From an optimization exercise on the open Yosys and OpenROAD flow, aimed at small area; shortcuts taken in it are not production practice.
The RTL was checked by simulation tests, not by an equivalence proof against the original design.
No activity file was given, so power comes from the tool's default toggle rates.

`flow/flow/run.sh`:
```
#!/bin/bash
# The standard layout (the standard.sh, unchanged synthesis) with two knobs:
# ports are buffered with the smallest buffer, and clock tree synthesis uses
# clkbuf_8 sink clusters without dummy loads. All output goes to flow.log here;
# ORFS keeps each step's own log under orfs/logs/.
set -euo pipefail
cd "$(dirname "$0")/.."
bash standard.sh \
	"BUFFER_PORTS_ARGS=-buffer_cell sky130_fd_sc_hd__buf_1" \
	"CTS_ARGS=-sink_clustering_enable -repair_clock_nets -dont_use_dummy_load -buf_list sky130_fd_sc_hd__clkbuf_8 -sink_clustering_size 16 -sink_clustering_max_diameter 60" \
	finish > flow.log 2>&1
```
`flow/standard.sh`:
```
#!/bin/bash
# synth_recipe.tcl (not shown) runs the flow's synth.tcl, then flattens the netlist and writes it again
# the make line also repeats each setting of config.mk as NAME=value (left out here)
make -C /OpenROAD-flow-scripts/flow DESIGN_CONFIG=/design/flow/config.mk WORK_HOME=/design/flow/orfs CLKGATE_MAP_FILE= SYNTH_SCRIPT=/design/flow/synth_recipe.tcl "${@:-finish}"
```
`flow/config.mk`:
```
export PLATFORM = sky130hd
export DESIGN_NAME = tcpcRegisterFile
export DESIGN_NICKNAME = tcpcRegisterFile
export VERILOG_FILES = /design/flow/design.v
export SDC_FILE = /design/flow/constraint.sdc
export NUM_CORES = 4
export LEC_CHECK = 0
export CAP_MARGIN = 20
export CORE_MARGIN = 2
export CORE_UTILIZATION = 70
export SLEW_MARGIN = 20
export SYNTH_HIERARCHICAL = 1
export SYNTH_MINIMUM_KEEP_SIZE = 0
```
`flow/constraint.sdc`:
```
create_clock -name core_clock -period 5.0 [get_ports {CLK}]
set_input_delay 1.0000 -clock core_clock [delete_from_list [all_inputs] [get_ports {CLK}]]
set_output_delay 1.0000 -clock core_clock [all_outputs]
set_load 0.01 [all_outputs]
```
`flow/design.v`:
```
`default_nettype none
package tcpcRegPkg;
	localparam int DATA_W = 16;  
	localparam int BYTE_W = 8;
	localparam int ADDR_W = 8;
endpackage
`default_nettype wire
`timescale 1ns/1ps
`default_nettype none
module tcpcHoldMux #(parameter int W = 8)
(
	input  logic         en_i,
	input  logic         hold_i,
	input  logic [W-1:0] d_i,
	input  logic [W-1:0] q_i,
	output logic [W-1:0] nx_o
);
	assign nx_o = ({W{en_i}} & d_i) | ({W{hold_i}} & q_i);
endmodule
`default_nettype wire
`timescale 1ns/1ps
`default_nettype none
module tcpcAoi3 #(parameter int W = 8)
(
	input  logic         s0_i,
	input  logic         s1_i,
	input  logic         s2_i,
	input  logic [W-1:0] d0_i,
	input  logic [W-1:0] d1_i,
	input  logic [W-1:0] d2_i,
	output logic [W-1:0] y_no
);
	assign y_no = ~(({W{s0_i}} & d0_i) | ({W{s1_i}} & d1_i) | ({W{s2_i}} & d2_i));
endmodule
module tcpcAoi2 #(parameter int W = 8)
(
	input  logic         s0_i,
	input  logic         s1_i,
	input  logic [W-1:0] d0_i,
	input  logic [W-1:0] d1_i,
	output logic [W-1:0] y_no
);
	assign y_no = ~(({W{s0_i}} & d0_i) | ({W{s1_i}} & d1_i));
endmodule
`default_nettype wire
`timescale 1ns/1ps
`default_nettype none
module tcpcRegisterFile
(
	input  logic        CLK,
	input  logic        reset,
	input  logic        req_i,
	input  logic        rnw_i,
	input  logic [7:0]  addr_i,
	input  logic [15:0] wrData_i,
	input  logic [15:0] vendorId_i,
	input  logic [15:0] productId_i,
	input  logic [15:0] deviceId_i,
	input  logic [7:0]  ccStatus_i,
	input  logic [7:0]  powerStatus_i,
	output logic        ack_o,
	output logic [15:0] rdData_o,
	output logic [7:0]  roleControl_o,
	output logic [7:0]  powerControl_o,
	output logic [7:0]  transmit_o
);
	logic wr, rd;
	assign wr = req_i & ~rnw_i;
	assign rd = req_i & rnw_i & ~reset;
	logic [15:0] lo;
	logic [7:0]  hi, wrHi, rdHi;
	assign lo   = 16'(1) << addr_i[3:0];
	assign hi   = addr_i[7] ? 8'h00 : (8'(1) << addr_i[6:4]);
	assign wrHi = hi & {8{wr}};
	logic [15:0] loW;
	logic [7:0]  hiW;
	assign loW = lo | {16{reset}};
	assign hiW = wrHi | {8{reset}};
	assign rdHi = hi & {8{rd}};
	logic [15:0] wd0, wd1;
	assign wd0 = wrData_i & {16{~reset}};
	assign wd1 = wrData_i | {16{reset}};
	logic [15:0] alert, alert_nx;
	logic alert_en;
	assign alert_en = hiW[1] & loW[0];
	tcpcHoldMux #(.W(8)) u_alert_0 (.en_i(alert_en), .hold_i(~alert_en), .d_i({wd0[7], wd0[6], wd0[5], wd0[4], wd0[3], wd0[2], wd0[1], wd0[0]}), .q_i(alert[7:0]), .nx_o(alert_nx[7:0]));
	tcpcHoldMux #(.W(8)) u_alert_1 (.en_i(alert_en), .hold_i(~alert_en), .d_i({wd0[15], wd0[14], wd0[13], wd0[12], wd0[11], wd0[10], wd0[9], wd0[8]}), .q_i(alert[15:8]), .nx_o(alert_nx[15:8]));
	always_ff @(posedge CLK)
		alert <= alert_nx;
	logic [15:0] alertMask, alertMask_nx;
	logic alertMask_en;
	assign alertMask_en = hiW[1] & loW[2];
	tcpcHoldMux #(.W(8)) u_alertMask_0 (.en_i(alertMask_en), .hold_i(~alertMask_en), .d_i({wd1[7], wd1[6], wd1[5], wd1[4], wd1[3], wd1[2], wd1[1], wd1[0]}), .q_i(alertMask[7:0]), .nx_o(alertMask_nx[7:0]));
	tcpcHoldMux #(.W(8)) u_alertMask_1 (.en_i(alertMask_en), .hold_i(~alertMask_en), .d_i({wd0[15], wd0[14], wd0[13], wd0[12], wd1[11], wd1[10], wd1[9], wd1[8]}), .q_i(alertMask[15:8]), .nx_o(alertMask_nx[15:8]));
	always_ff @(posedge CLK)
		alertMask <= alertMask_nx;
	logic [15:0] vbusSinkDisc, vbusSinkDisc_nx;
	logic vbusSinkDisc_en;
	assign vbusSinkDisc_en = hiW[7] & loW[2];
	tcpcHoldMux #(.W(8)) u_vbusSinkDisc_0 (.en_i(vbusSinkDisc_en), .hold_i(~vbusSinkDisc_en), .d_i({wd0[7], wd0[6], wd0[5], wd0[4], wd0[3], wd0[2], wd0[1], wd0[0]}), .q_i(vbusSinkDisc[7:0]), .nx_o(vbusSinkDisc_nx[7:0]));
	tcpcHoldMux #(.W(8)) u_vbusSinkDisc_1 (.en_i(vbusSinkDisc_en), .hold_i(~vbusSinkDisc_en), .d_i({wd0[15], wd0[14], wd0[13], wd0[12], wd0[11], wd0[10], wd0[9], wd0[8]}), .q_i(vbusSinkDisc[15:8]), .nx_o(vbusSinkDisc_nx[15:8]));
	always_ff @(posedge CLK)
		vbusSinkDisc <= vbusSinkDisc_nx;
	logic [15:0] vbusStopDisch, vbusStopDisch_nx;
	logic vbusStopDisch_en;
	assign vbusStopDisch_en = hiW[7] & loW[4];
	tcpcHoldMux #(.W(8)) u_vbusStopDisch_0 (.en_i(vbusStopDisch_en), .hold_i(~vbusStopDisch_en), .d_i({wd0[7], wd0[6], wd0[5], wd0[4], wd0[3], wd0[2], wd0[1], wd0[0]}), .q_i(vbusStopDisch[7:0]), .nx_o(vbusStopDisch_nx[7:0]));
	tcpcHoldMux #(.W(8)) u_vbusStopDisch_1 (.en_i(vbusStopDisch_en), .hold_i(~vbusStopDisch_en), .d_i({wd0[15], wd0[14], wd0[13], wd0[12], wd0[11], wd0[10], wd0[9], wd0[8]}), .q_i(vbusStopDisch[15:8]), .nx_o(vbusStopDisch_nx[15:8]));
	always_ff @(posedge CLK)
		vbusStopDisch <= vbusStopDisch_nx;
	logic [15:0] vbusAlarmHi, vbusAlarmHi_nx;
	logic vbusAlarmHi_en;
	assign vbusAlarmHi_en = hiW[7] & loW[6];
	tcpcHoldMux #(.W(8)) u_vbusAlarmHi_0 (.en_i(vbusAlarmHi_en), .hold_i(~vbusAlarmHi_en), .d_i({wd0[7], wd0[6], wd0[5], wd0[4], wd0[3], wd0[2], wd0[1], wd0[0]}), .q_i(vbusAlarmHi[7:0]), .nx_o(vbusAlarmHi_nx[7:0]));
	tcpcHoldMux #(.W(8)) u_vbusAlarmHi_1 (.en_i(vbusAlarmHi_en), .hold_i(~vbusAlarmHi_en), .d_i({wd0[15], wd0[14], wd0[13], wd0[12], wd0[11], wd0[10], wd0[9], wd0[8]}), .q_i(vbusAlarmHi[15:8]), .nx_o(vbusAlarmHi_nx[15:8]));
	always_ff @(posedge CLK)
		vbusAlarmHi <= vbusAlarmHi_nx;
	logic [15:0] vbusAlarmLo, vbusAlarmLo_nx;
	logic vbusAlarmLo_en;
	assign vbusAlarmLo_en = hiW[7] & loW[8];
	tcpcHoldMux #(.W(8)) u_vbusAlarmLo_0 (.en_i(vbusAlarmLo_en), .hold_i(~vbusAlarmLo_en), .d_i({wd0[7], wd0[6], wd0[5], wd0[4], wd0[3], wd0[2], wd0[1], wd0[0]}), .q_i(vbusAlarmLo[7:0]), .nx_o(vbusAlarmLo_nx[7:0]));
	tcpcHoldMux #(.W(8)) u_vbusAlarmLo_1 (.en_i(vbusAlarmLo_en), .hold_i(~vbusAlarmLo_en), .d_i({wd0[15], wd0[14], wd0[13], wd0[12], wd0[11], wd0[10], wd0[9], wd0[8]}), .q_i(vbusAlarmLo[15:8]), .nx_o(vbusAlarmLo_nx[15:8]));
	always_ff @(posedge CLK)
		vbusAlarmLo <= vbusAlarmLo_nx;
	logic [7:0] powerStatusMask, powerStatusMask_nx;
	logic powerStatusMask_en;
	assign powerStatusMask_en = hiW[1] & loW[4];
	tcpcHoldMux #(.W(8)) u_powerStatusMask (.en_i(powerStatusMask_en), .hold_i(~powerStatusMask_en), .d_i({wd1[7], wd1[6], wd1[5], wd1[4], wd1[3], wd1[2], wd1[1], wd1[0]}), .q_i(powerStatusMask[7:0]), .nx_o(powerStatusMask_nx[7:0]));
	always_ff @(posedge CLK)
		powerStatusMask <= powerStatusMask_nx;
	logic [7:0] faultStatusMask, faultStatusMask_nx;
	logic faultStatusMask_en;
	assign faultStatusMask_en = hiW[1] & loW[5];
	tcpcHoldMux #(.W(8)) u_faultStatusMask (.en_i(faultStatusMask_en), .hold_i(~faultStatusMask_en), .d_i({wd1[7], wd1[6], wd1[5], wd1[4], wd1[3], wd1[2], wd1[1], wd1[0]}), .q_i(faultStatusMask[7:0]), .nx_o(faultStatusMask_nx[7:0]));
	always_ff @(posedge CLK)
		faultStatusMask <= faultStatusMask_nx;
	logic [7:0] configStdOutput, configStdOutput_nx;
	logic configStdOutput_en;
	assign configStdOutput_en = hiW[1] & loW[8];
	tcpcHoldMux #(.W(8)) u_configStdOutput (.en_i(configStdOutput_en), .hold_i(~configStdOutput_en), .d_i({wd0[7], wd1[6], wd1[5], wd0[4], wd0[3], wd0[2], wd0[1], wd0[0]}), .q_i(configStdOutput[7:0]), .nx_o(configStdOutput_nx[7:0]));
	always_ff @(posedge CLK)
		configStdOutput <= configStdOutput_nx;
	logic [7:0] tcpcControl, tcpcControl_nx;
	logic tcpcControl_en;
	assign tcpcControl_en = hiW[1] & loW[9];
	tcpcHoldMux #(.W(8)) u_tcpcControl (.en_i(tcpcControl_en), .hold_i(~tcpcControl_en), .d_i({wd0[7], wd0[6], wd0[5], wd0[4], wd0[3], wd0[2], wd0[1], wd0[0]}), .q_i(tcpcControl[7:0]), .nx_o(tcpcControl_nx[7:0]));
	always_ff @(posedge CLK)
		tcpcControl <= tcpcControl_nx;
	logic [7:0] roleControl, roleControl_nx;
	logic roleControl_en;
	assign roleControl_en = hiW[1] & loW[10];
	tcpcHoldMux #(.W(8)) u_roleControl (.en_i(roleControl_en), .hold_i(~roleControl_en), .d_i({wd0[7], wd0[6], wd0[5], wd0[4], wd1[3], wd0[2], wd1[1], wd0[0]}), .q_i(roleControl[7:0]), .nx_o(roleControl_nx[7:0]));
	always_ff @(posedge CLK)
		roleControl <= roleControl_nx;
	logic [7:0] faultControl, faultControl_nx;
	logic faultControl_en;
	assign faultControl_en = hiW[1] & loW[11];
	tcpcHoldMux #(.W(8)) u_faultControl (.en_i(faultControl_en), .hold_i(~faultControl_en), .d_i({wd0[7], wd0[6], wd0[5], wd0[4], wd0[3], wd0[2], wd0[1], wd0[0]}), .q_i(faultControl[7:0]), .nx_o(faultControl_nx[7:0]));
	always_ff @(posedge CLK)
		faultControl <= faultControl_nx;
	logic [7:0] powerControl, powerControl_nx;
	logic powerControl_en;
	assign powerControl_en = hiW[1] & loW[12];
	tcpcHoldMux #(.W(8)) u_powerControl (.en_i(powerControl_en), .hold_i(~powerControl_en), .d_i({wd0[7], wd1[6], wd1[5], wd0[4], wd0[3], wd0[2], wd0[1], wd0[0]}), .q_i(powerControl[7:0]), .nx_o(powerControl_nx[7:0]));
	always_ff @(posedge CLK)
		powerControl <= powerControl_nx;
	logic [7:0] faultStatus, faultStatus_nx;
	logic faultStatus_en;
	assign faultStatus_en = hiW[1] & loW[15];
	tcpcHoldMux #(.W(8)) u_faultStatus (.en_i(faultStatus_en), .hold_i(~faultStatus_en), .d_i({wd1[7], wd0[6], wd0[5], wd0[4], wd0[3], wd0[2], wd0[1], wd0[0]}), .q_i(faultStatus[7:0]), .nx_o(faultStatus_nx[7:0]));
	always_ff @(posedge CLK)
		faultStatus <= faultStatus_nx;
	logic [7:0] msgHeaderInfo, msgHeaderInfo_nx;
	logic msgHeaderInfo_en;
	assign msgHeaderInfo_en = hiW[2] & loW[14];
	tcpcHoldMux #(.W(8)) u_msgHeaderInfo (.en_i(msgHeaderInfo_en), .hold_i(~msgHeaderInfo_en), .d_i({wd0[7], wd0[6], wd0[5], wd0[4], wd0[3], wd0[2], wd0[1], wd0[0]}), .q_i(msgHeaderInfo[7:0]), .nx_o(msgHeaderInfo_nx[7:0]));
	always_ff @(posedge CLK)
		msgHeaderInfo <= msgHeaderInfo_nx;
	logic [7:0] receiveDetect, receiveDetect_nx;
	logic receiveDetect_en;
	assign receiveDetect_en = hiW[2] & loW[15];
	tcpcHoldMux #(.W(8)) u_receiveDetect (.en_i(receiveDetect_en), .hold_i(~receiveDetect_en), .d_i({wd0[7], wd0[6], wd0[5], wd0[4], wd0[3], wd0[2], wd0[1], wd0[0]}), .q_i(receiveDetect[7:0]), .nx_o(receiveDetect_nx[7:0]));
	always_ff @(posedge CLK)
		receiveDetect <= receiveDetect_nx;
	logic [7:0] transmit, transmit_nx;
	logic transmit_en;
	assign transmit_en = hiW[5] & loW[0];
	tcpcHoldMux #(.W(8)) u_transmit (.en_i(transmit_en), .hold_i(~transmit_en), .d_i({wd0[7], wd0[6], wd0[5], wd0[4], wd0[3], wd0[2], wd0[1], wd0[0]}), .q_i(transmit[7:0]), .nx_o(transmit_nx[7:0]));
	always_ff @(posedge CLK)
		transmit <= transmit_nx;
	logic [7:0] txByteCount, txByteCount_nx;
	logic txByteCount_en;
	assign txByteCount_en = hiW[5] & loW[1];
	tcpcHoldMux #(.W(8)) u_txByteCount (.en_i(txByteCount_en), .hold_i(~txByteCount_en), .d_i({wd0[7], wd1[6], wd1[5], wd0[4], wd0[3], wd1[2], wd0[1], wd1[0]}), .q_i(txByteCount[7:0]), .nx_o(txByteCount_nx[7:0]));
	always_ff @(posedge CLK)
		txByteCount <= txByteCount_nx;
	logic [7:0] txBuf0, txBuf0_nx;
	logic txBuf0_en;
	assign txBuf0_en = hiW[5] & loW[2];
	tcpcHoldMux #(.W(8)) u_txBuf0 (.en_i(txBuf0_en), .hold_i(~txBuf0_en), .d_i({wd0[7], wd0[6], wd0[5], wd0[4], wd0[3], wd0[2], wd0[1], wd0[0]}), .q_i(txBuf0[7:0]), .nx_o(txBuf0_nx[7:0]));
	always_ff @(posedge CLK)
		txBuf0 <= txBuf0_nx;
	logic [7:0] txBuf1, txBuf1_nx;
	logic txBuf1_en;
	assign txBuf1_en = hiW[5] & loW[3];
	tcpcHoldMux #(.W(8)) u_txBuf1 (.en_i(txBuf1_en), .hold_i(~txBuf1_en), .d_i({wd0[7], wd0[6], wd0[5], wd0[4], wd0[3], wd0[2], wd0[1], wd0[0]}), .q_i(txBuf1[7:0]), .nx_o(txBuf1_nx[7:0]));
	always_ff @(posedge CLK)
		txBuf1 <= txBuf1_nx;
	logic [7:0] txBuf2, txBuf2_nx;
	logic txBuf2_en;
	assign txBuf2_en = hiW[5] & loW[4];
	tcpcHoldMux #(.W(8)) u_txBuf2 (.en_i(txBuf2_en), .hold_i(~txBuf2_en), .d_i({wd0[7], wd0[6], wd0[5], wd0[4], wd0[3], wd0[2], wd0[1], wd0[0]}), .q_i(txBuf2[7:0]), .nx_o(txBuf2_nx[7:0]));
	always_ff @(posedge CLK)
		txBuf2 <= txBuf2_nx;
	logic [7:0] txBuf3, txBuf3_nx;
	logic txBuf3_en;
	assign txBuf3_en = hiW[5] & loW[5];
	tcpcHoldMux #(.W(8)) u_txBuf3 (.en_i(txBuf3_en), .hold_i(~txBuf3_en), .d_i({wd0[7], wd0[6], wd0[5], wd0[4], wd0[3], wd0[2], wd0[1], wd0[0]}), .q_i(txBuf3[7:0]), .nx_o(txBuf3_nx[7:0]));
	always_ff @(posedge CLK)
		txBuf3 <= txBuf3_nx;
	logic [7:0] txBuf4, txBuf4_nx;
	logic txBuf4_en;
	assign txBuf4_en = hiW[5] & loW[6];
	tcpcHoldMux #(.W(8)) u_txBuf4 (.en_i(txBuf4_en), .hold_i(~txBuf4_en), .d_i({wd0[7], wd0[6], wd0[5], wd0[4], wd0[3], wd0[2], wd0[1], wd0[0]}), .q_i(txBuf4[7:0]), .nx_o(txBuf4_nx[7:0]));
	always_ff @(posedge CLK)
		txBuf4 <= txBuf4_nx;
	logic [7:0] txBuf5, txBuf5_nx;
	logic txBuf5_en;
	assign txBuf5_en = hiW[5] & loW[7];
	tcpcHoldMux #(.W(8)) u_txBuf5 (.en_i(txBuf5_en), .hold_i(~txBuf5_en), .d_i({wd0[7], wd0[6], wd0[5], wd0[4], wd0[3], wd0[2], wd0[1], wd0[0]}), .q_i(txBuf5[7:0]), .nx_o(txBuf5_nx[7:0]));
	always_ff @(posedge CLK)
		txBuf5 <= txBuf5_nx;
	logic [7:0] txBuf6, txBuf6_nx;
	logic txBuf6_en;
	assign txBuf6_en = hiW[5] & loW[8];
	tcpcHoldMux #(.W(8)) u_txBuf6 (.en_i(txBuf6_en), .hold_i(~txBuf6_en), .d_i({wd0[7], wd0[6], wd0[5], wd0[4], wd0[3], wd0[2], wd0[1], wd0[0]}), .q_i(txBuf6[7:0]), .nx_o(txBuf6_nx[7:0]));
	always_ff @(posedge CLK)
		txBuf6 <= txBuf6_nx;
	logic [7:0] txBuf7, txBuf7_nx;
	logic txBuf7_en;
	assign txBuf7_en = hiW[5] & loW[9];
	tcpcHoldMux #(.W(8)) u_txBuf7 (.en_i(txBuf7_en), .hold_i(~txBuf7_en), .d_i({wd0[7], wd0[6], wd0[5], wd0[4], wd0[3], wd0[2], wd0[1], wd0[0]}), .q_i(txBuf7[7:0]), .nx_o(txBuf7_nx[7:0]));
	always_ff @(posedge CLK)
		txBuf7 <= txBuf7_nx;
	logic [7:0] txBuf8, txBuf8_nx;
	logic txBuf8_en;
	assign txBuf8_en = hiW[5] & loW[10];
	tcpcHoldMux #(.W(8)) u_txBuf8 (.en_i(txBuf8_en), .hold_i(~txBuf8_en), .d_i({wd0[7], wd0[6], wd0[5], wd0[4], wd0[3], wd0[2], wd0[1], wd0[0]}), .q_i(txBuf8[7:0]), .nx_o(txBuf8_nx[7:0]));
	always_ff @(posedge CLK)
		txBuf8 <= txBuf8_nx;
	logic [7:0] txBuf9, txBuf9_nx;
	logic txBuf9_en;
	assign txBuf9_en = hiW[5] & loW[11];
	tcpcHoldMux #(.W(8)) u_txBuf9 (.en_i(txBuf9_en), .hold_i(~txBuf9_en), .d_i({wd0[7], wd0[6], wd0[5], wd0[4], wd0[3], wd0[2], wd0[1], wd0[0]}), .q_i(txBuf9[7:0]), .nx_o(txBuf9_nx[7:0]));
	always_ff @(posedge CLK)
		txBuf9 <= txBuf9_nx;
	logic [7:0] txBuf10, txBuf10_nx;
	logic txBuf10_en;
	assign txBuf10_en = hiW[5] & loW[12];
	tcpcHoldMux #(.W(8)) u_txBuf10 (.en_i(txBuf10_en), .hold_i(~txBuf10_en), .d_i({wd0[7], wd0[6], wd0[5], wd0[4], wd0[3], wd0[2], wd0[1], wd0[0]}), .q_i(txBuf10[7:0]), .nx_o(txBuf10_nx[7:0]));
	always_ff @(posedge CLK)
		txBuf10 <= txBuf10_nx;
	logic [7:0] txBuf11, txBuf11_nx;
	logic txBuf11_en;
	assign txBuf11_en = hiW[5] & loW[13];
	tcpcHoldMux #(.W(8)) u_txBuf11 (.en_i(txBuf11_en), .hold_i(~txBuf11_en), .d_i({wd0[7], wd0[6], wd0[5], wd0[4], wd0[3], wd0[2], wd0[1], wd0[0]}), .q_i(txBuf11[7:0]), .nx_o(txBuf11_nx[7:0]));
	always_ff @(posedge CLK)
		txBuf11 <= txBuf11_nx;
	logic [7:0] txBuf12, txBuf12_nx;
	logic txBuf12_en;
	assign txBuf12_en = hiW[5] & loW[14];
	tcpcHoldMux #(.W(8)) u_txBuf12 (.en_i(txBuf12_en), .hold_i(~txBuf12_en), .d_i({wd0[7], wd0[6], wd0[5], wd0[4], wd0[3], wd0[2], wd0[1], wd0[0]}), .q_i(txBuf12[7:0]), .nx_o(txBuf12_nx[7:0]));
	always_ff @(posedge CLK)
		txBuf12 <= txBuf12_nx;
	logic [7:0] txBuf13, txBuf13_nx;
	logic txBuf13_en;
	assign txBuf13_en = hiW[5] & loW[15];
	tcpcHoldMux #(.W(8)) u_txBuf13 (.en_i(txBuf13_en), .hold_i(~txBuf13_en), .d_i({wd0[7], wd0[6], wd0[5], wd0[4], wd0[3], wd0[2], wd0[1], wd0[0]}), .q_i(txBuf13[7:0]), .nx_o(txBuf13_nx[7:0]));
	always_ff @(posedge CLK)
		txBuf13 <= txBuf13_nx;
	logic [7:0] txBuf14, txBuf14_nx;
	logic txBuf14_en;
	assign txBuf14_en = hiW[6] & loW[0];
	tcpcHoldMux #(.W(8)) u_txBuf14 (.en_i(txBuf14_en), .hold_i(~txBuf14_en), .d_i({wd0[7], wd0[6], wd0[5], wd0[4], wd0[3], wd0[2], wd0[1], wd0[0]}), .q_i(txBuf14[7:0]), .nx_o(txBuf14_nx[7:0]));
	always_ff @(posedge CLK)
		txBuf14 <= txBuf14_nx;
	logic [7:0] txBuf15, txBuf15_nx;
	logic txBuf15_en;
	assign txBuf15_en = hiW[6] & loW[1];
	tcpcHoldMux #(.W(8)) u_txBuf15 (.en_i(txBuf15_en), .hold_i(~txBuf15_en), .d_i({wd0[7], wd0[6], wd0[5], wd0[4], wd0[3], wd0[2], wd0[1], wd0[0]}), .q_i(txBuf15[7:0]), .nx_o(txBuf15_nx[7:0]));
	always_ff @(posedge CLK)
		txBuf15 <= txBuf15_nx;
	logic [7:0] txBuf16, txBuf16_nx;
	logic txBuf16_en;
	assign txBuf16_en = hiW[6] & loW[2];
	tcpcHoldMux #(.W(8)) u_txBuf16 (.en_i(txBuf16_en), .hold_i(~txBuf16_en), .d_i({wd0[7], wd0[6], wd0[5], wd0[4], wd0[3], wd0[2], wd0[1], wd0[0]}), .q_i(txBuf16[7:0]), .nx_o(txBuf16_nx[7:0]));
	always_ff @(posedge CLK)
		txBuf16 <= txBuf16_nx;
	logic [7:0] txBuf17, txBuf17_nx;
	logic txBuf17_en;
	assign txBuf17_en = hiW[6] & loW[3];
	tcpcHoldMux #(.W(8)) u_txBuf17 (.en_i(txBuf17_en), .hold_i(~txBuf17_en), .d_i({wd0[7], wd0[6], wd0[5], wd0[4], wd0[3], wd0[2], wd0[1], wd0[0]}), .q_i(txBuf17[7:0]), .nx_o(txBuf17_nx[7:0]));
	always_ff @(posedge CLK)
		txBuf17 <= txBuf17_nx;
	logic [7:0] txBuf18, txBuf18_nx;
	logic txBuf18_en;
	assign txBuf18_en = hiW[6] & loW[4];
	tcpcHoldMux #(.W(8)) u_txBuf18 (.en_i(txBuf18_en), .hold_i(~txBuf18_en), .d_i({wd0[7], wd0[6], wd0[5], wd0[4], wd0[3], wd0[2], wd0[1], wd0[0]}), .q_i(txBuf18[7:0]), .nx_o(txBuf18_nx[7:0]));
	always_ff @(posedge CLK)
		txBuf18 <= txBuf18_nx;
	logic [7:0] txBuf19, txBuf19_nx;
	logic txBuf19_en;
	assign txBuf19_en = hiW[6] & loW[5];
	tcpcHoldMux #(.W(8)) u_txBuf19 (.en_i(txBuf19_en), .hold_i(~txBuf19_en), .d_i({wd0[7], wd0[6], wd0[5], wd0[4], wd0[3], wd0[2], wd0[1], wd0[0]}), .q_i(txBuf19[7:0]), .nx_o(txBuf19_nx[7:0]));
	always_ff @(posedge CLK)
		txBuf19 <= txBuf19_nx;
	logic [7:0] txBuf20, txBuf20_nx;
	logic txBuf20_en;
	assign txBuf20_en = hiW[6] & loW[6];
	tcpcHoldMux #(.W(8)) u_txBuf20 (.en_i(txBuf20_en), .hold_i(~txBuf20_en), .d_i({wd0[7], wd0[6], wd0[5], wd0[4], wd0[3], wd0[2], wd0[1], wd0[0]}), .q_i(txBuf20[7:0]), .nx_o(txBuf20_nx[7:0]));
	always_ff @(posedge CLK)
		txBuf20 <= txBuf20_nx;
	logic [7:0] txBuf21, txBuf21_nx;
	logic txBuf21_en;
	assign txBuf21_en = hiW[6] & loW[7];
	tcpcHoldMux #(.W(8)) u_txBuf21 (.en_i(txBuf21_en), .hold_i(~txBuf21_en), .d_i({wd0[7], wd0[6], wd0[5], wd0[4], wd0[3], wd0[2], wd0[1], wd0[0]}), .q_i(txBuf21[7:0]), .nx_o(txBuf21_nx[7:0]));
	always_ff @(posedge CLK)
		txBuf21 <= txBuf21_nx;
	logic [7:0] txBuf22, txBuf22_nx;
	logic txBuf22_en;
	assign txBuf22_en = hiW[6] & loW[8];
	tcpcHoldMux #(.W(8)) u_txBuf22 (.en_i(txBuf22_en), .hold_i(~txBuf22_en), .d_i({wd0[7], wd0[6], wd0[5], wd0[4], wd0[3], wd0[2], wd0[1], wd0[0]}), .q_i(txBuf22[7:0]), .nx_o(txBuf22_nx[7:0]));
	always_ff @(posedge CLK)
		txBuf22 <= txBuf22_nx;
	logic [7:0] txBuf23, txBuf23_nx;
	logic txBuf23_en;
	assign txBuf23_en = hiW[6] & loW[9];
	tcpcHoldMux #(.W(8)) u_txBuf23 (.en_i(txBuf23_en), .hold_i(~txBuf23_en), .d_i({wd0[7], wd0[6], wd0[5], wd0[4], wd0[3], wd0[2], wd0[1], wd0[0]}), .q_i(txBuf23[7:0]), .nx_o(txBuf23_nx[7:0]));
	always_ff @(posedge CLK)
		txBuf23 <= txBuf23_nx;
	logic [7:0] txBuf24, txBuf24_nx;
	logic txBuf24_en;
	assign txBuf24_en = hiW[6] & loW[10];
	tcpcHoldMux #(.W(8)) u_txBuf24 (.en_i(txBuf24_en), .hold_i(~txBuf24_en), .d_i({wd0[7], wd0[6], wd0[5], wd0[4], wd0[3], wd0[2], wd0[1], wd0[0]}), .q_i(txBuf24[7:0]), .nx_o(txBuf24_nx[7:0]));
	always_ff @(posedge CLK)
		txBuf24 <= txBuf24_nx;
	logic [7:0] txBuf25, txBuf25_nx;
	logic txBuf25_en;
	assign txBuf25_en = hiW[6] & loW[11];
	tcpcHoldMux #(.W(8)) u_txBuf25 (.en_i(txBuf25_en), .hold_i(~txBuf25_en), .d_i({wd0[7], wd0[6], wd0[5], wd0[4], wd0[3], wd0[2], wd0[1], wd0[0]}), .q_i(txBuf25[7:0]), .nx_o(txBuf25_nx[7:0]));
	always_ff @(posedge CLK)
		txBuf25 <= txBuf25_nx;
	logic [7:0] txBuf26, txBuf26_nx;
	logic txBuf26_en;
	assign txBuf26_en = hiW[6] & loW[12];
	tcpcHoldMux #(.W(8)) u_txBuf26 (.en_i(txBuf26_en), .hold_i(~txBuf26_en), .d_i({wd0[7], wd0[6], wd0[5], wd0[4], wd0[3], wd0[2], wd0[1], wd0[0]}), .q_i(txBuf26[7:0]), .nx_o(txBuf26_nx[7:0]));
	always_ff @(posedge CLK)
		txBuf26 <= txBuf26_nx;
	logic [7:0] txBuf27, txBuf27_nx;
	logic txBuf27_en;
	assign txBuf27_en = hiW[6] & loW[13];
	tcpcHoldMux #(.W(8)) u_txBuf27 (.en_i(txBuf27_en), .hold_i(~txBuf27_en), .d_i({wd0[7], wd0[6], wd0[5], wd0[4], wd0[3], wd0[2], wd0[1], wd0[0]}), .q_i(txBuf27[7:0]), .nx_o(txBuf27_nx[7:0]));
	always_ff @(posedge CLK)
		txBuf27 <= txBuf27_nx;
	logic [7:0] txBuf28, txBuf28_nx;
	logic txBuf28_en;
	assign txBuf28_en = hiW[6] & loW[14];
	tcpcHoldMux #(.W(8)) u_txBuf28 (.en_i(txBuf28_en), .hold_i(~txBuf28_en), .d_i({wd0[7], wd0[6], wd0[5], wd0[4], wd0[3], wd0[2], wd0[1], wd0[0]}), .q_i(txBuf28[7:0]), .nx_o(txBuf28_nx[7:0]));
	always_ff @(posedge CLK)
		txBuf28 <= txBuf28_nx;
	logic [7:0] txBuf29, txBuf29_nx;
	logic txBuf29_en;
	assign txBuf29_en = hiW[6] & loW[15];
	tcpcHoldMux #(.W(8)) u_txBuf29 (.en_i(txBuf29_en), .hold_i(~txBuf29_en), .d_i({wd0[7], wd0[6], wd0[5], wd0[4], wd0[3], wd0[2], wd0[1], wd0[0]}), .q_i(txBuf29[7:0]), .nx_o(txBuf29_nx[7:0]));
	always_ff @(posedge CLK)
		txBuf29 <= txBuf29_nx;
	assign roleControl_o  = roleControl;
	assign powerControl_o = powerControl;
	assign transmit_o     = transmit;
	logic rs00;
	assign rs00 = rdHi[0] & lo[0];
	logic rs02;
	assign rs02 = rdHi[0] & lo[2];
	logic rs04;
	assign rs04 = rdHi[0] & lo[4];
	logic rs06;
	assign rs06 = rdHi[0] & lo[6];
	logic rs08;
	assign rs08 = rdHi[0] & lo[8];
	logic rs0A;
	assign rs0A = rdHi[0] & lo[10];
	logic rs10;
	assign rs10 = rdHi[1] & lo[0];
	logic rs12;
	assign rs12 = rdHi[1] & lo[2];
	logic rs14;
	assign rs14 = rdHi[1] & lo[4];
	logic rs15;
	assign rs15 = rdHi[1] & lo[5];
	logic rs18;
	assign rs18 = rdHi[1] & lo[8];
	logic rs19;
	assign rs19 = rdHi[1] & lo[9];
	logic rs1A;
	assign rs1A = rdHi[1] & lo[10];
	logic rs1B;
	assign rs1B = rdHi[1] & lo[11];
	logic rs1C;
	assign rs1C = rdHi[1] & lo[12];
	logic rs1D;
	assign rs1D = rdHi[1] & lo[13];
	logic rs1E;
	assign rs1E = rdHi[1] & lo[14];
	logic rs1F;
	assign rs1F = rdHi[1] & lo[15];
	logic rs2E;
	assign rs2E = rdHi[2] & lo[14];
	logic rs2F;
	assign rs2F = rdHi[2] & lo[15];
	logic rs50;
	assign rs50 = rdHi[5] & lo[0];
	logic rs51;
	assign rs51 = rdHi[5] & lo[1];
	logic rs52;
	assign rs52 = rdHi[5] & lo[2];
	logic rs53;
	assign rs53 = rdHi[5] & lo[3];
	logic rs54;
	assign rs54 = rdHi[5] & lo[4];
	logic rs55;
	assign rs55 = rdHi[5] & lo[5];
	logic rs56;
	assign rs56 = rdHi[5] & lo[6];
	logic rs57;
	assign rs57 = rdHi[5] & lo[7];
	logic rs58;
	assign rs58 = rdHi[5] & lo[8];
	logic rs59;
	assign rs59 = rdHi[5] & lo[9];
	logic rs5A;
	assign rs5A = rdHi[5] & lo[10];
	logic rs5B;
	assign rs5B = rdHi[5] & lo[11];
	logic rs5C;
	assign rs5C = rdHi[5] & lo[12];
	logic rs5D;
	assign rs5D = rdHi[5] & lo[13];
	logic rs5E;
	assign rs5E = rdHi[5] & lo[14];
	logic rs5F;
	assign rs5F = rdHi[5] & lo[15];
	logic rs60;
	assign rs60 = rdHi[6] & lo[0];
	logic rs61;
	assign rs61 = rdHi[6] & lo[1];
	logic rs62;
	assign rs62 = rdHi[6] & lo[2];
	logic rs63;
	assign rs63 = rdHi[6] & lo[3];
	logic rs64;
	assign rs64 = rdHi[6] & lo[4];
	logic rs65;
	assign rs65 = rdHi[6] & lo[5];
	logic rs66;
	assign rs66 = rdHi[6] & lo[6];
	logic rs67;
	assign rs67 = rdHi[6] & lo[7];
	logic rs68;
	assign rs68 = rdHi[6] & lo[8];
	logic rs69;
	assign rs69 = rdHi[6] & lo[9];
	logic rs6A;
	assign rs6A = rdHi[6] & lo[10];
	logic rs6B;
	assign rs6B = rdHi[6] & lo[11];
	logic rs6C;
	assign rs6C = rdHi[6] & lo[12];
	logic rs6D;
	assign rs6D = rdHi[6] & lo[13];
	logic rs6E;
	assign rs6E = rdHi[6] & lo[14];
	logic rs6F;
	assign rs6F = rdHi[6] & lo[15];
	logic rs72;
	assign rs72 = rdHi[7] & lo[2];
	logic rs74;
	assign rs74 = rdHi[7] & lo[4];
	logic rs76;
	assign rs76 = rdHi[7] & lo[6];
	logic rs78;
	assign rs78 = rdHi[7] & lo[8];
	logic [15:0] lw0_n;
	tcpcAoi3 #(.W(16)) u_lw0 (.s0_i(rs10), .s1_i(rs12), .s2_i(rs72), .d0_i(alert), .d1_i(alertMask), .d2_i(vbusSinkDisc), .y_no(lw0_n));
	logic [15:0] lw1_n;
	tcpcAoi3 #(.W(16)) u_lw1 (.s0_i(rs74), .s1_i(rs76), .s2_i(rs78), .d0_i(vbusStopDisch), .d1_i(vbusAlarmHi), .d2_i(vbusAlarmLo), .y_no(lw1_n));
	logic [15:0] lw2_n;
	tcpcAoi3 #(.W(16)) u_lw2 (.s0_i(rs00), .s1_i(rs02), .s2_i(rs04), .d0_i(vendorId_i), .d1_i(productId_i), .d2_i(deviceId_i), .y_no(lw2_n));
	logic [7:0] lb0_n;
	tcpcAoi3 #(.W(8)) u_lb0 (.s0_i(rs14), .s1_i(rs15), .s2_i(rs18), .d0_i(powerStatusMask), .d1_i(faultStatusMask), .d2_i(configStdOutput), .y_no(lb0_n));
	logic [7:0] lb1_n;
	tcpcAoi3 #(.W(8)) u_lb1 (.s0_i(rs19), .s1_i(rs1A), .s2_i(rs1B), .d0_i(tcpcControl), .d1_i(roleControl), .d2_i(faultControl), .y_no(lb1_n));
	logic [7:0] lb2_n;
	tcpcAoi3 #(.W(8)) u_lb2 (.s0_i(rs1C), .s1_i(rs1F), .s2_i(rs2E), .d0_i(powerControl), .d1_i(faultStatus), .d2_i(msgHeaderInfo), .y_no(lb2_n));
	logic [7:0] lb3_n;
	tcpcAoi3 #(.W(8)) u_lb3 (.s0_i(rs2F), .s1_i(rs50), .s2_i(rs51), .d0_i(receiveDetect), .d1_i(transmit), .d2_i(txByteCount), .y_no(lb3_n));
	logic [7:0] lb4_n;
	tcpcAoi3 #(.W(8)) u_lb4 (.s0_i(rs52), .s1_i(rs53), .s2_i(rs54), .d0_i(txBuf0), .d1_i(txBuf1), .d2_i(txBuf2), .y_no(lb4_n));
	logic [7:0] lb5_n;
	tcpcAoi3 #(.W(8)) u_lb5 (.s0_i(rs55), .s1_i(rs56), .s2_i(rs57), .d0_i(txBuf3), .d1_i(txBuf4), .d2_i(txBuf5), .y_no(lb5_n));
	logic [7:0] lb6_n;
	tcpcAoi3 #(.W(8)) u_lb6 (.s0_i(rs58), .s1_i(rs59), .s2_i(rs5A), .d0_i(txBuf6), .d1_i(txBuf7), .d2_i(txBuf8), .y_no(lb6_n));
	logic [7:0] lb7_n;
	tcpcAoi3 #(.W(8)) u_lb7 (.s0_i(rs5B), .s1_i(rs5C), .s2_i(rs5D), .d0_i(txBuf9), .d1_i(txBuf10), .d2_i(txBuf11), .y_no(lb7_n));
	logic [7:0] lb8_n;
	tcpcAoi3 #(.W(8)) u_lb8 (.s0_i(rs5E), .s1_i(rs5F), .s2_i(rs60), .d0_i(txBuf12), .d1_i(txBuf13), .d2_i(txBuf14), .y_no(lb8_n));
	logic [7:0] lb9_n;
	tcpcAoi3 #(.W(8)) u_lb9 (.s0_i(rs61), .s1_i(rs62), .s2_i(rs63), .d0_i(txBuf15), .d1_i(txBuf16), .d2_i(txBuf17), .y_no(lb9_n));
	logic [7:0] lb10_n;
	tcpcAoi3 #(.W(8)) u_lb10 (.s0_i(rs64), .s1_i(rs65), .s2_i(rs66), .d0_i(txBuf18), .d1_i(txBuf19), .d2_i(txBuf20), .y_no(lb10_n));
	logic [7:0] lb11_n;
	tcpcAoi3 #(.W(8)) u_lb11 (.s0_i(rs67), .s1_i(rs68), .s2_i(rs69), .d0_i(txBuf21), .d1_i(txBuf22), .d2_i(txBuf23), .y_no(lb11_n));
	logic [7:0] lb12_n;
	tcpcAoi3 #(.W(8)) u_lb12 (.s0_i(rs6A), .s1_i(rs6B), .s2_i(rs6C), .d0_i(txBuf24), .d1_i(txBuf25), .d2_i(txBuf26), .y_no(lb12_n));
	logic [7:0] lb13_n;
	tcpcAoi3 #(.W(8)) u_lb13 (.s0_i(rs6D), .s1_i(rs6E), .s2_i(rs6F), .d0_i(txBuf27), .d1_i(txBuf28), .d2_i(txBuf29), .y_no(lb13_n));
	logic [7:0] lb14_n;
	tcpcAoi2 #(.W(8)) u_lb14 (.s0_i(rs1D), .s1_i(rs1E), .d0_i(ccStatus_i), .d1_i(powerStatus_i), .y_no(lb14_n));
	logic [15:0] rdNext;
	logic [15:0] cst;
	assign cst = {(1'b0), (1'b0), (rs08), (rs0A), (1'b0), (1'b0), (1'b0), (1'b0), (1'b0), (1'b0), (1'b0), (rs06 | rs08 | rs0A), (1'b0), (rs06), (rs06 | rs08 | rs0A), (1'b0)};
	assign rdNext[15:8] = cst[15:8] | ~(lw0_n[15:8] & lw1_n[15:8] & lw2_n[15:8]);
	assign rdNext[7:0]  = cst[7:0] | ~(lw0_n[7:0] & lw1_n[7:0] & lw2_n[7:0]
		& lb0_n
		& lb1_n
		& lb2_n
		& lb3_n
		& lb4_n
		& lb5_n
		& lb6_n
		& lb7_n
		& lb8_n
		& lb9_n
		& lb10_n
		& lb11_n
		& lb12_n
		& lb13_n
		& lb14_n);
	logic mapped;
	assign mapped = (hi[0] & (lo[0] | lo[2] | lo[4] | lo[6] | lo[8] | lo[10]))
		| (hi[1] & (lo[0] | lo[2] | lo[4] | lo[5] | lo[8] | lo[9] | lo[10] | lo[11] | lo[12] | lo[13] | lo[14] | lo[15]))
		| (hi[2] & (lo[14] | lo[15]))
		| (hi[5] & (lo[0] | lo[1] | lo[2] | lo[3] | lo[4] | lo[5] | lo[6] | lo[7] | lo[8] | lo[9] | lo[10] | lo[11] | lo[12] | lo[13] | lo[14] | lo[15]))
		| (hi[6] & (lo[0] | lo[1] | lo[2] | lo[3] | lo[4] | lo[5] | lo[6] | lo[7] | lo[8] | lo[9] | lo[10] | lo[11] | lo[12] | lo[13] | lo[14] | lo[15]))
		| (hi[7] & (lo[2] | lo[4] | lo[6] | lo[8]));
	always_ff @(posedge CLK)
	begin
		ack_o    <= req_i & ~reset & mapped;
		rdData_o <= rdNext;
	end
endmodule
`default_nettype wire
```
==> results.txt, run 1 <==
outcome: finished clean
Flop pwr share: 63.3%
Hold Path End: vbusAlarmLo[12]
largest fanout on the critical path: 20
ys async rst share: 0%
Hold Crit Class: reg -> reg
Synth top area share: 51.5%
Clock Root Buffer: clkbuf_8
MaxCap Viol Count: 0
hold buffer count at CTS: 0
Yosys top cell by area: dfxtp_1
total negative slack: 0 ns
Via density: 7.64
clk_skew: 0.0636 ns
Crit Path Category: in -> reg
Mapped Avg Cell Area: 11.2 µm²
crit-path most repeated cell: nand2_1
final net count: 1675
Final Core Density: 73.4%
Buf/Inv on CP: 1
Clock Tree Buf Depth: 3
peak supply drop: 0.342 mV
fin crit share: 72.5%
Cell variety after synth: 47
CP max stage cell: a222oi_1
RSZ-0062 raised after global routing: false
wire length after detailed routing: 54.1 mm
Die Span X: 162 µm
Sw Ratio: 26.1%
Tmin final: 3.62 ns
hold path start: vbusAlarmLo[12]
internal cell power: 4.94 mW
drt first-iter violations: 3108
setup bufs post-CTS: 0
Net Sw Power: 1.75 mW
PD cells: 374 nW/µm²
gpl congestion: 1.08
fmax: 0.276 GHz
Worst path top cell family by delay: simple AND/OR/NAND/NOR gates
Critical Path AT: 4.03 ns
pin count of the biggest net entering global routing: 56
FF-to-FF End: rdData_o[6]
placed inst area: 17400 µm²
synth top area cells: dfxtp_1 52%, a22o_1 22%, a222oi_1 9.2%, buf_6 4.0%, nor2_1 2.3%
relative slew slack: 19.4%
worst slew pin tran: 1.20 ns
layout cell share with drive strength beyond 1: 6.83%
Die Area: 26200 µm²
Overflow after GRT: 0
Final Hold Violating Endpoints: 0
Pre-antenna DRT Iters: 10
crit end category: flop
Vias: 14.6k
first-pass GRT wire length: 81.1 mm
Remaining DRCs: 0
Worst-path clk slew: 0.09 ns
per-cell routed wire length: 28.3 µm
sequential element share of the synthesized area: 51.5%
clock sinks: 449
row count: 57
power share of the combinational group: 11.1%
Largest stage delay, worst path: 0.73 ns
initial antenna violation count: 4
Initial Utilization: 71.5%
Mapped Cells: 1552
die height: 162 µm
Slew Limit Fails: 0
Startpoint Class: primary input
FF-to-FF path depth: 4
Reg area: 8990 µm²
PortBufs: 132
area of the core: 24400 µm²
reg-to-reg slack, setup: 2.97 ns
Synth Register Bits: 449
Area Growth Syn to Fin: 2.60%
Mapped Nets: 1644
Fillers: 1803
setup violators final: 0
clock share of power: 25.6%
WHS Path Cells: 1
vias in the first global route: 13.0k
RR Startpoint: txBuf12[6]
number of routed nets with antenna violations: 0
Clock Latency Late Sink: 0.56 ns
count of yosys warnings during synthesis: 7
LEAKAGE: 7.10 nW
IO Pins: 133
Critical Path RT: 5.41 ns
Post-synth EDFFs: 0
CTS H-tree depth: 2
fin area: 17900 µm²
Num CTS Buffers: 35
post-DP HPWL: 37.4 mm
CTS tree: built
mapped cell area: 17400 µm²
dominant synthesized flop cell: dfxtp_1
post-cts resize count: 0
crit path cell chain: buf_1 > nor2b_1 > nand2_1 > nor2_1 > a222oi_1 > and4_1 > nand3_1 > nor4_1 > nand2_1
area of the multi-input gates: 7140 µm²
Tot GR Track Use: 39.9%
[Yosys cell counts, types with 2 or more instances]
cell type and count:
a222oi_1 160, a31oi_1 2, buf_4 5, a22o_1 432, dfxtp_1 449, and4_1 8
clkbuf_1 8, a32oi_1 2, o21ai_0 24, nand2_1 21, o2111ai_1 2, nand3_1 19
or2_2 13, nor3_1 6, and2_1 2, and3_1 2, o21ai_1 3, nand2b_1 5
a21oi_1 10, nand4_1 25, buf_6 62, buf_2 68, nor4_1 5, nor2_1 105
or4_1 5, a22oi_2 7, clkbuf_2 28, inv_1 35, nor2b_1 21
[state kept, by name, indices dropped and copies added, names as in the netlist, 16 cells and up]
| name | count |
|---|---|
| vbusSinkDisc | 16 |
| vbusStopDisch | 16 |
| vbusAlarmLo | 16 |
| vbusAlarmHi | 16 |
| alertMask | 16 |
| alert | 16 |
| rdData_o | 16 |
[how the worst max path moves through the flow]
stage	from	end	slack [ns]	cells after the start
after floorplan	reset	alert[4]	1.75	4
after global placement	addr_i[2]	rdData_o[5]	1.04	8
after detailed placement	addr_i[2]	rdData_o[2]	1.03	9
after CTS	addr_i[2]	rdData_o[2]	1.62	9
after global routing	addr_i[2]	rdData_o[4]	1.30	9
final	addr_i[2]	rdData_o[4]	1.38	9
[final cells by class]
class                   count  share of cell area [%]
flip-flops and latches    449                    50.2
multi-input cells         896                    39.9
repair buffers            166                    4.15
clock buffers              35                    2.69
well taps                 324                    2.27
inverters                  35                   0.734
diodes                      2                  0.0280
[power by group through the flow]
stage | logic (mW) | clock network (mW) | registers (mW)
floorplan | 0.575 | 0 | 4.22
global placement | 0.691 | 0 | 4.29
detailed placement | 0.718 | 0 | 4.29
CTS | 0.720 | 1.72 | 4.22
global route | 0.791 | 1.86 | 4.26
finish | 0.741 | 1.71 | 4.23
[layer usage]
layer	vias up	wire, µm	global-route usage (%)	part of all wire, %
li1	6263	-	-	-
met1	7061	22000	58.9	41
met2	1094	23300	58.7	43
met3	147	6580	6.95	12
met4	0	2160	14.9	4.0
met5	-	0	0	0
[kinds of logic (layout without fill, tap and decap cells)]
kind of cell	count (synthesis)	after routing	share of synthesized area, %
buffers and inverters	207	236	7.92
and+or+nand+nor	245	245	7.25
AOI/OAI and AO/OA	651	651	33.3
other	0	2	0
DFF	449	449	51.5
[placed cells by master, fill, tap and decap left out, types with 5 or more instances in the layout]
cell	instances
nand4_1	25
nand2b_1	5
nor2_1	104
nor3_1	6
clkbuf_8	35
a21oi_1	10
buf_1	131
nand2_1	21
a22oi_2	7
inv_1	35
dfxtp_1	449
or4_1	5
buf_4	30
nand3_1	19
o21ai_1	7
a222oi_1	160
a22o_1	432
and4_1	8
o21ai_0	20
or2_2	13
nor2b_4	8
nor2b_1	13
[metrics by stage]
step	hold WS [ns]	std cells	total power [mW]	setup WS [ns]
2_1_floorplan	0.439	1552	4.79	1.75
3_3_place_gp	0.451	1866	4.98	1.04
6_report	0.477	1907	6.68	1.38
4_1_cts	0.473	1901	6.65	1.62
5_1_grt	0.491	1905	6.92	1.30
3_5_place_dp	0.453	1866	5.00	1.03
[worst reg2reg max path, cell delays in order, from the launching register on]
cell	delay (ns)
dfxtp_1	0.33
a222oi_1	0.66
and4_1	0.30
nand3_1	0.10
or4_1	0.53
==> run 2: changes to the inputs <==
--- a/flow/config.mk
+++ b/flow/config.mk
@@ -7,7 +7,8 @@
 export LEC_CHECK = 0
 export CAP_MARGIN = 20
 export CORE_MARGIN = 2
-export CORE_UTILIZATION = 70
+export CORE_UTILIZATION = 60
+export PLACE_DENSITY = 0.8
 export SLEW_MARGIN = 20
 export SYNTH_HIERARCHICAL = 1
 export SYNTH_MINIMUM_KEEP_SIZE = 0
==> run 2 against run 1 <==
  * Clock-buffer cell count is 1 higher
  * Fmax fell by 0.23%
  * Critical path type unchanged
  * Sequential share of layout area down 0.19 points
  * Still clean on timing, DRC and antenna
  * Critical path depth down 1
  * Setup slack worse by 0.0085 ns
  * Highest routed layer unchanged
  * Wire length grew 1.5%
  * Cell count grew 3.0%
  * Non-clock buffer count shrank 4
  * Clock power up 3%
  * Clock skew increased by 0.0075 ns
  * Via count rose by 1.1%
  * Area after synthesis did not move
  * Largest power group unchanged
==> results.txt, run 2 <==
outcome: finished clean
final hold slack: 0.476 ns
setup violators final: 0
Overflow after GRT: 0
Mapped Avg Cell Area: 11.2 µm²
Clock Root Buffer: clkbuf_8
wire length after detailed routing: 54.9 mm
largest fanout on the critical path: 20
Die Span X: 174 µm
drt first-iter violations: 2943
worst slew pin tran: 1.26 ns
mapped cell area: 17400 µm²
Startpoint Class: primary input
Area Growth Syn to Fin: 2.99%
pin count of the biggest net entering global routing: 81
post-DP HPWL: 37.9 mm
sequential element share of the synthesized area: 51.5%
ys async rst share: 0%
Critical Path AT: 4.03 ns
Yosys top cell by area: dfxtp_1
synth top area cells: dfxtp_1 52%, a22o_1 22%, a222oi_1 9.2%, buf_6 4.0%, nor2_1 2.3%
LEAKAGE: 7.09 nW
CTS H-tree depth: 2
initial antenna violation count: 1
reg-to-reg slack, setup: 3.05 ns
peak supply drop: 0.271 mV
Clock Tree Buf Depth: 3
die height: 174 µm
RSZ-0062 raised after global routing: false
hold path start: vbusStopDisch[10]
Hold Crit Class: reg -> reg
RR Startpoint: powerStatusMask[3]
Die Area: 30400 µm²
relative slew slack: 15.4%
Synth Register Bits: 449
commonest non-fill, non-tap cell in the layout: dfxtp_1
Tmin final: 3.63 ns
PortBufs: 132
row count: 62
final net count: 1672
CTS tree: built
Crit Path Category: in -> reg
first-pass GRT wire length: 82.8 mm
total negative slack: 0 ns
CP Launch Point: addr_i[3]
dominant synthesized flop cell: dfxtp_1
Initial Utilization: 60.9%
Via density: 7.50
Pre-antenna DRT Iters: 13
Synth top cells by count: 449 x dfxtp_1, 432 x a22o_1, 160 x a222oi_1
Mapped Cells: 1552
Vias: 14.7k
count of yosys warnings during synthesis: 7
PD cells: 375 nW/µm²
number of routed nets with antenna violations: 0
per-cell routed wire length: 27.9 µm
area of the core: 28600 µm²
Slew Limit Fails: 0
Synth top area share: 51.5%
Num CTS Buffers: 36
commonest non-fill, non-tap cells in the layout: 449 x dfxtp_1, 432 x a22o_1, 160 x a222oi_1
Tot GR Track Use: 34.9%
MaxCap Viol Count: 0
Clock Latency Late Sink: 0.58 ns
gpl congestion: 1.03
Post-synth EDFFs: 0
setup bufs post-CTS: 0
overall power: 6.74 mW
hold buffer count at CTS: 0
vias in the first global route: 13.3k
fin crit share: 72.7%
fmax: 0.275 GHz
crit end category: flop
Mapped Nets: 1644
Remaining DRCs: 0
Final Hold Violating Endpoints: 0
count leader, synth: dfxtp_1
layout cell share with drive strength beyond 1: 6.72%
Critical Path RT: 5.39 ns
clock sinks: 449
Worst-path clk slew: 0.10 ns
post-cts resize count: 0
Cell variety after synth: 47
clk_skew: 0.0712 ns
IO Pins: 133
==> run 2: cell counts after synthesis <==
Identical to the previous run, type by type.
==> run 2: cell families after synthesis <==
| logic type | Yosys count | share of synthesized area, % |
|---|---|---|
| AO/OA/AOI/OAI | 651 | 33.3 |
| flip-flops | 449 | 51.5 |
| AND/OR/NAND/NOR | 245 | 7.25 |
| buffers and inverters | 207 | 7.92 |
==> run 2: area by class of cell <==
class / count / area (µm²)
Tap cell: 384 / 480
Antenna cell: 2 / 5.00
Fill cell: 2275 / 10700
Multi-Input combinational cell: 896 / 7140
Inverter: 35 / 131
Timing Repair Buffer: 162 / 722
Sequential cell: 449 / 8990
Clock buffer: 36 / 495
==> run 2: path summary, 6_finish.rpt <==
kind / to / cells past startpoint
hold / removal: vbusStopDisch[10] / 1
setup reg to reg: rdData_o[3] / 4
hold reg to reg: vbusStopDisch[10] / 1
setup / recovery: rdData_o[5] / 8
==> run 2: through the flow <==
| step | utilization [%] | cells | area (µm²) | setup WS, ns |
|---|---|---|---|---|
| final | 62.7 | 1964 | 18000 | 1.37 |
| after global routing | 62.7 | 1963 | 18000 | 1.37 |
| after CTS | 62.7 | 1962 | 17900 | 1.42 |
| after detailed placement | 61.0 | 1926 | 17500 | 0.849 |
| after global placement | 61.0 | 1926 | 17500 | 0.924 |
| after floorplan | - | 1552 | 17400 | 1.75 |
==> run 2: layer usage <==
layer	up-vias	wire length (µm)	global-route usage, %
li1	6262	-	-
met1	7090	22400	50.0
met2	1173	23100	50.6
met3	204	6700	7.35
met4	0	2730	15.3
met5	-	0	0
==> run 2: where the power goes <==
group          internal, mW  total [mW]  leakage [nW]  switching (mW)
registers              3.97        4.24          3.73           0.263
clock network         0.650        1.76         0.259            1.11
logic                 0.334       0.744          3.10           0.410
total                  4.96        6.74          7.09            1.78
==> run 2: worst max-delay path, cell delays in order <==
cell      delay, ns
buf_1          0.61
nor2b_1        0.23
nand2_1        0.37
nor2_2         0.25
a222oi_1       0.57
and4_1         0.29
nand3_1        0.12
or4_1          0.58

re-timing with driven ports:
In the flow no input, the clock included, has a driving cell. The finished layouts below were timed again as built, in two steps. Step 1 sets driving cells, clkbuf_16 on the clock port and buf_2 on the other inputs (assumed; they add their load-dependent delay and slew). Step 2, shift: input delay + t, output delay - t, t = (earliest + latest rising clock arrival at the registers) / 2. This alone moves slack from input paths to output paths. a / b / c = no drivers / after step 1 / after step 2; a / b = the first two.
run	t, ns	setup WS [ns]	pins driven straight from the clock port
run 1	0.576	1.375 / 1.368 / 0.793	1
run 2	0.592	1.366 / 1.339 / 0.747	1
After both steps every run listed still meets setup and hold. The setup slack of run 2, which loses most, moves by -0.027 ns with the drivers and by -0.619 ns with both steps.
